Context: an optimization exercise on an open-source flow, tuned for small area, a short achievable clock period and few clock cycles per item. The choices shown serve that exercise and are no tape-out recipe.
Only simulation tests tie the RTL to the original design; equivalence was not proved.
No activity file was given, so power comes from the tool's default toggle rates.

### run.sh
#!/bin/bash
# synth_recipe.tcl (not shown) runs the flow's synth.tcl, then flattens the netlist and writes it again
# the make line also repeats each setting of config.mk as NAME=value (left out here)
make -C /OpenROAD-flow-scripts/flow DESIGN_CONFIG=/design/flow/config.mk WORK_HOME=/design/flow/orfs CLKGATE_MAP_FILE= SYNTH_SCRIPT=/design/flow/synth_recipe.tcl finish
### config.mk
export PLATFORM = sky130hd
export DESIGN_NAME = fir_serial_mac
export DESIGN_NICKNAME = fir_serial_mac
export VERILOG_FILES = /design/flow/design.v
export SDC_FILE = /design/flow/constraint.sdc
export NUM_CORES = 4
export LEC_CHECK = 0
export CAP_MARGIN = 20
export CORE_MARGIN = 2
export CORE_UTILIZATION = 40
export PLACE_DENSITY = 0.6
export SLEW_MARGIN = 20
### constraint.sdc
create_clock -name core_clock -period 10.0 [get_ports {i_clk}]
set_input_delay 2.0000 -clock core_clock [delete_from_list [all_inputs] [get_ports {i_clk}]]
set_output_delay 2.0000 -clock core_clock [all_outputs]
set_load 0.01 [all_outputs]
### design.v
package fir_pkg;
  localparam int DATA_W_DEF = 18;
  localparam int COEF_W_DEF = 16;
  localparam int FRAC_W_DEF = 15;
  localparam logic [1:0] ST_IDLE = 2'd0;
  localparam logic [1:0] ST_MAC  = 2'd1;
  localparam logic [1:0] ST_OUT  = 2'd2;
  function automatic int clog2(input int n);
    integer r;
    r = 0;
    while ((1 << r) < n) r = r + 1;
    clog2 = r;
  endfunction
endpackage
module fir_round_sat #(
  parameter int ACC_W  = 38,
  parameter int FRAC_W = 15,
  parameter int DATA_W = 18
) (
  input  logic signed [ACC_W-1:0]  i_acc,
  output logic signed [DATA_W-1:0] o_data,
  output logic                     o_sat
);
  localparam int Q_W = ACC_W - FRAC_W + 1;
  localparam logic signed [Q_W-1:0] MAX_Q = Q_W'((64'sd1 <<< (DATA_W - 1)) - 64'sd1);
  localparam logic signed [Q_W-1:0] MIN_Q = Q_W'(-(64'sd1 <<< (DATA_W - 1)));
  logic signed [Q_W-1:0] q;
  logic signed [Q_W-1:0] r;
  logic                  g;
  logic                  s;
  logic                  inc;
  assign q   = Q_W'(i_acc >>> FRAC_W);
  assign g   = i_acc[FRAC_W-1];
  assign s   = |i_acc[FRAC_W-2:0];
  assign inc = g && (s || q[0]);
  assign r   = q + {{(Q_W-1){1'b0}}, inc};
  always_comb begin
    o_data = r[DATA_W-1:0];
    o_sat  = 1'b0;
    if (r > MAX_Q) begin
      o_data = MAX_Q[DATA_W-1:0];
      o_sat  = 1'b1;
    end else if (r < MIN_Q) begin
      o_data = MIN_Q[DATA_W-1:0];
      o_sat  = 1'b1;
    end
  end
endmodule
module fir_serial_mac #(
  parameter int DATA_W = fir_pkg::DATA_W_DEF,
  parameter int COEF_W = fir_pkg::COEF_W_DEF,
  parameter int TAPS   = 11,
  parameter int FRAC_W = fir_pkg::FRAC_W_DEF,
  parameter int ADDR_W = fir_pkg::clog2(TAPS)
) (
  input  logic                     i_clk,
  input  logic                     i_rst,
  input  logic                     i_valid,
  output logic                     o_ready,
  input  logic signed [DATA_W-1:0] i_data,
  input  logic                     i_coef_we,
  input  logic [ADDR_W-1:0]        i_coef_addr,
  input  logic signed [COEF_W-1:0] i_coef_data,
  output logic                     o_valid,
  output logic signed [DATA_W-1:0] o_data,
  output logic                     o_sat
);
  localparam int PROD_W = DATA_W + COEF_W;
  localparam int ACC_W  = DATA_W + COEF_W + fir_pkg::clog2(TAPS);
  localparam logic [ADDR_W-1:0] LAST_TAP = ADDR_W'(TAPS - 1);
  localparam logic [ADDR_W:0]   TAPS_L   = (ADDR_W + 1)'(TAPS);
  logic [1:0]               state;
  logic signed [DATA_W-1:0] delay [TAPS];
  logic signed [COEF_W-1:0] coef  [TAPS];
  logic [ADDR_W-1:0]        cnt;
  logic signed [ACC_W-1:0]  acc;
  logic signed [PROD_W-1:0] prod;
  logic signed [DATA_W-1:0] rs_data;
  logic                     rs_sat;
  logic                     accept;
  logic                     coef_wr;
  assign o_ready = (state == fir_pkg::ST_IDLE);
  assign accept  = i_valid && o_ready;
  assign coef_wr = i_coef_we && (state == fir_pkg::ST_IDLE) && ({1'b0, i_coef_addr} < TAPS_L);
  assign prod    = delay[cnt] * coef[cnt];
  fir_round_sat #(
    .ACC_W  (ACC_W),
    .FRAC_W (FRAC_W),
    .DATA_W (DATA_W)
  ) u_round_sat (
    .i_acc  (acc),
    .o_data (rs_data),
    .o_sat  (rs_sat)
  );
  always_ff @(posedge i_clk) begin
    if (i_rst) begin
      state   <= fir_pkg::ST_IDLE;
      cnt     <= '0;
      acc     <= '0;
      o_valid <= 1'b0;
      o_data  <= '0;
      o_sat   <= 1'b0;
      for (int k = 0; k < TAPS; k++) begin
        delay[k] <= '0;
        coef[k]  <= '0;
      end
    end else begin
      o_valid <= 1'b0;
      if (coef_wr) coef[i_coef_addr] <= i_coef_data;
      case (state)
        fir_pkg::ST_IDLE: begin
          if (accept) begin
            delay[0] <= i_data;
            for (int k = 1; k < TAPS; k++) delay[k] <= delay[k-1];
            acc   <= '0;
            cnt   <= '0;
            state <= fir_pkg::ST_MAC;
          end
        end
        fir_pkg::ST_MAC: begin
          acc <= acc + ACC_W'(prod);
          if (cnt == LAST_TAP) state <= fir_pkg::ST_OUT;
          else                 cnt   <= cnt + ADDR_W'(1);
        end
        fir_pkg::ST_OUT: begin
          o_data  <= rs_data;
          o_sat   <= rs_sat;
          o_valid <= 1'b1;
          state   <= fir_pkg::ST_IDLE;
        end
        default: state <= fir_pkg::ST_IDLE;
      endcase
    end
  end
endmodule
==> results.txt <==
==> power groups by stage <==
| stage | sequential [uW] | clock (uW) | combinational, uW |
|---|---|---|---|
| finish | 2450 | 2230 | 2520 |
| global route | 2460 | 2360 | 2900 |
| floorplan | 2440 | 0 | 1980 |
| global placement | 2500 | 0 | 2510 |
| CTS | 2450 | 2280 | 2540 |
| detailed placement | 2500 | 0 | 2530 |
==> per-layer routing <==
| layer | GRT usage, % | vias up | share of wire, % | wire (um) |
|---|---|---|---|---|
| met3 | 2.308 | 116 | 4.9 | 4146 |
| li1 | - | 11200 | - | - |
| met5 | 0 | - | 0 | 0 |
| met2 | 34.36 | 565 | 49 | 42030 |
| met1 | 26.88 | 12240 | 43 | 36880 |
| met4 | 5.336 | 0 | 2.5 | 2107 |
==> metrics by stage <==
| step | worst slack [ns] | total power, uW | hold WS (ns) |
|---|---|---|---|
| 6_report | 1.475 | 7200 | 0.4309 |
| 3_3_place_gp | 1.685 | 5012 | 0.4324 |
| 2_1_floorplan | 2.473 | 4415 | 0.4208 |
| 3_5_place_dp | 1.574 | 5029 | 0.4406 |
| 5_1_grt | 0.8916 | 7724 | 0.4634 |
| 4_1_cts | 1.503 | 7274 | 0.4382 |
==> cells in the mapped netlist, drive strengths merged, types with 43 or more instances <==
library cell,number
fa,345
nor2,358
edfxtp,240
dfxtp,282
nand3,52
a21oi,285
mux4,70
ha,115
a22oi,75
clkbuf,150
nand2,587
inv,393
nand2b,43
==> how the worst max path moves through the flow <==
stage / endpoint / slack (ns) / depth (start not counted)
global placement: acc[35]$_SDFFE_PP0P_ / 1.68 / 25
finish: acc[35]$_SDFFE_PP0P_ / 1.47 / 30
floorplan: acc[37]$_SDFFE_PP0P_ / 2.47 / 28
CTS: acc[35]$_SDFFE_PP0P_ / 1.50 / 30
detailed placement: acc[35]$_SDFFE_PP0P_ / 1.57 / 30
global route: acc[35]$_SDFFE_PP0P_ / 0.89 / 30
==> layout make-up <==
class	count	area, um2
flip-flops and latches	522	12860
repair buffers	122	1109
multi-input cells	2368	19340
clock inverters	32	447.9
fillers	8009	46540
well taps	1144	1431
clock buffers	75	1545
inverters	393	1475
==> critical path: cells and delay by family (launching register included) <==
kind	cells	cell delay (ns)
XOR/XNOR	1	0.14
buffers and inverters	7	0.93
adder cells (fa/ha/maj)	8	3.39
flip-flops	1	0.39
AO/OA/AOI/OAI	9	2.47
AND/OR/NAND/NOR	5	1.07
==> logic make-up (layout without fill, tap and decap cells) <==
family                   after synthesis  count (layout)  synth area share, %
AND/OR/NAND/NOR                     1166            1166                14.44
buffers and inverters                582             622                6.632
flip-flops                           522             522                37.72
AO/OA/AOI/OAI                        513             513                9.900
adder cells (fa/ha/maj)              460             460                24.49
multiplexers                          92              92                5.310
XOR/XNOR                              57              57                1.487
other                                  1              80              0.01101
==> state kept, by name, indices dropped and copies added (netlist names), named ones only <==
signal   cells
o_data      18
state        2
o_sat        1
acc         38
coef       256
o_valid      1
cnt          4
delay      198
==> impl_metrics.yaml <==
synth:
  avgSynthCellArea_um2: 10.04
  synth_top_area_share_pct: 21.15
  synth_cell_types: 71
  synth_cells: 3393
  synth_top_area_cell: "edfxtp_1"
  yosysSeqAreaShare_pct: 37.72
  synth_seq_cells: 522
  yosysWarnings: 3
  synth-main-ff-cell: "dfxtp_1"
  async_flop_share_pct: 0
  synth-edff-count: 240
  mappedNetlistArea_mm2: 0.03407
  synth_area_leaders: "edfxtp_1, fa_1, dfxtp_1"
floorplanning:
  die_w_um: 295.9
  fp.coreArea_mm2: 0.08475
  rows: 107
  initial_core_util_pct: 40.20
  dieArea_mm2: 0.08753
  io_pins: 63
  die_h_um: 295.9
clocking:
  root_buffer: "clkbuf_16"
  cts_sinks: 522
  postCtsSetupBuffers: 0
  clk_pin_slew_ns: 0.06
  max-clock-path-buffers: 3
  cts.htree.levels: 2
  worstSkewPairLatency_ns: 0.65
  cts_buffers: 58
  hold_buffers: 0
  cts_resized: 0
  cts_tree: "done"
critical_path:
  cp_max_fo: 13
  critPathKind: "flop to flop"
  required_ns: 10.51
  cpPeakStageDelay_ns: 0.66
  crit_top_cell: "fa_1"
  worstSetupEndpointType: "flop"
  cp-startpoint: "cnt[0]$_SDFFE_PP0P_"
  r2r_setup_slack_ns: 1.47
  r2r_cells: 30
  arrival_ns: 9.04
  start_kind: "flop"
  rr_startpoint: "cnt[0]$_SDFFE_PP0P_"
  slowest_stage: "a21oi_1"
  r2r_end: "acc[35]$_SDFFE_PP0P_"
placed_design:
  routabilityCongestion: 0.8426
  port_buffers: 62
  dp_cells: 4548
  dpl.hpwl_um: 59430
  place_area_mm2: 0.03620
hold_path:
  hp-class: "flop to flop"
  holdPathStages: 2
  min_from: "delay[4][3]$_SDFFE_PP0P_"
  whs_endpoint: "delay[5][3]$_SDFFE_PP0P_"
timing:
  rsz0062_at_grt: "false"
  hold_viol: 0
  maxSlewViolCount: 0
  worst_pin_slew_ns: 1.132
  setup_viol: 0
  maxSlewHeadroom_pct: 24.31
  fmax_mhz: 117.3
  min_period_ns: 8.525
  fin_skew_ns: 0.04678
  tns_ns: 0
  finalCritPeriodShare_pct: 85.25
drt:
  viasPerCell: 5.182
  wl_per_cell_um: 18.29
  ant_nets: 0
  drt_iter0_markers: 1850
  drc: 0
  drt_first_pass_iters: 8
  wirelength_um: 85170
  vias: 24130
cells_and_area:
  stdcell_count: 4656
  mostFrequentLayoutCells: "nand2_1, inv_1, nor2_1"
  fin_util_pct: 45.08
  nNetsFinal: 3967
  antenna_cells: 0
  syn_to_final_growth_pct: 12.14
  drive_above_1_share_pct: 8.542
  final_common_cell: "nand2_1"
  fin_area_mm2: 0.03821
power:
  seqPwrFrac_pct: 34.0
  power_density_mw_per_mm2: 188.5
  internal_power_uw: 4685
  p_leak_uw: 0.01568
  power_switching_uw: 2515
  combPwrFrac_pct: 35.1
  sw_frac_of_total_pct: 34.93
  pwr-share-clk_pct: 30.9
  vdd_drop_max_mv: 0.1537
grt:
  grt_pass1_vias: 24600
  grt_max_degree: 95
  track_usage_pct: 20.02
  gr-total-overflow: 0
  antenna_found_initial: 0
  grt_pass1_wl_um: 137500
run:
  drv_cap: 0
status:
  status: "finished clean"
Testbench counts, summed over its fixed seeds: cycles 24,976, items 1,920.

## re-timing with driven ports
Ports are ideal in the flow. The routed layout listed here was re-timed in OpenROAD. Step 1 sets driving cells, clkbuf_16 on the clock port and buf_2 on the other inputs (assumed; they add their load-dependent delay and slew). Step 2 moves the port delays by t, midway between the first and last clock arrival at a register: inputs arrive t later, outputs are due t later. That takes back most of the time a late clock gives input paths. a / b / c = ideal / step 1 / step 2; a / b = the first two.
t (ns): 0.685
setup WS [ns]: 1.475 / 1.475 / 1.475
worst setup path after step 2: register to register
worst slew at a driven data input, ns: 0.05
After both steps this run still meets setup and hold. For this run, drivers alone change the setup slack by 0.000 ns; drivers and shift together by 0.000 ns.
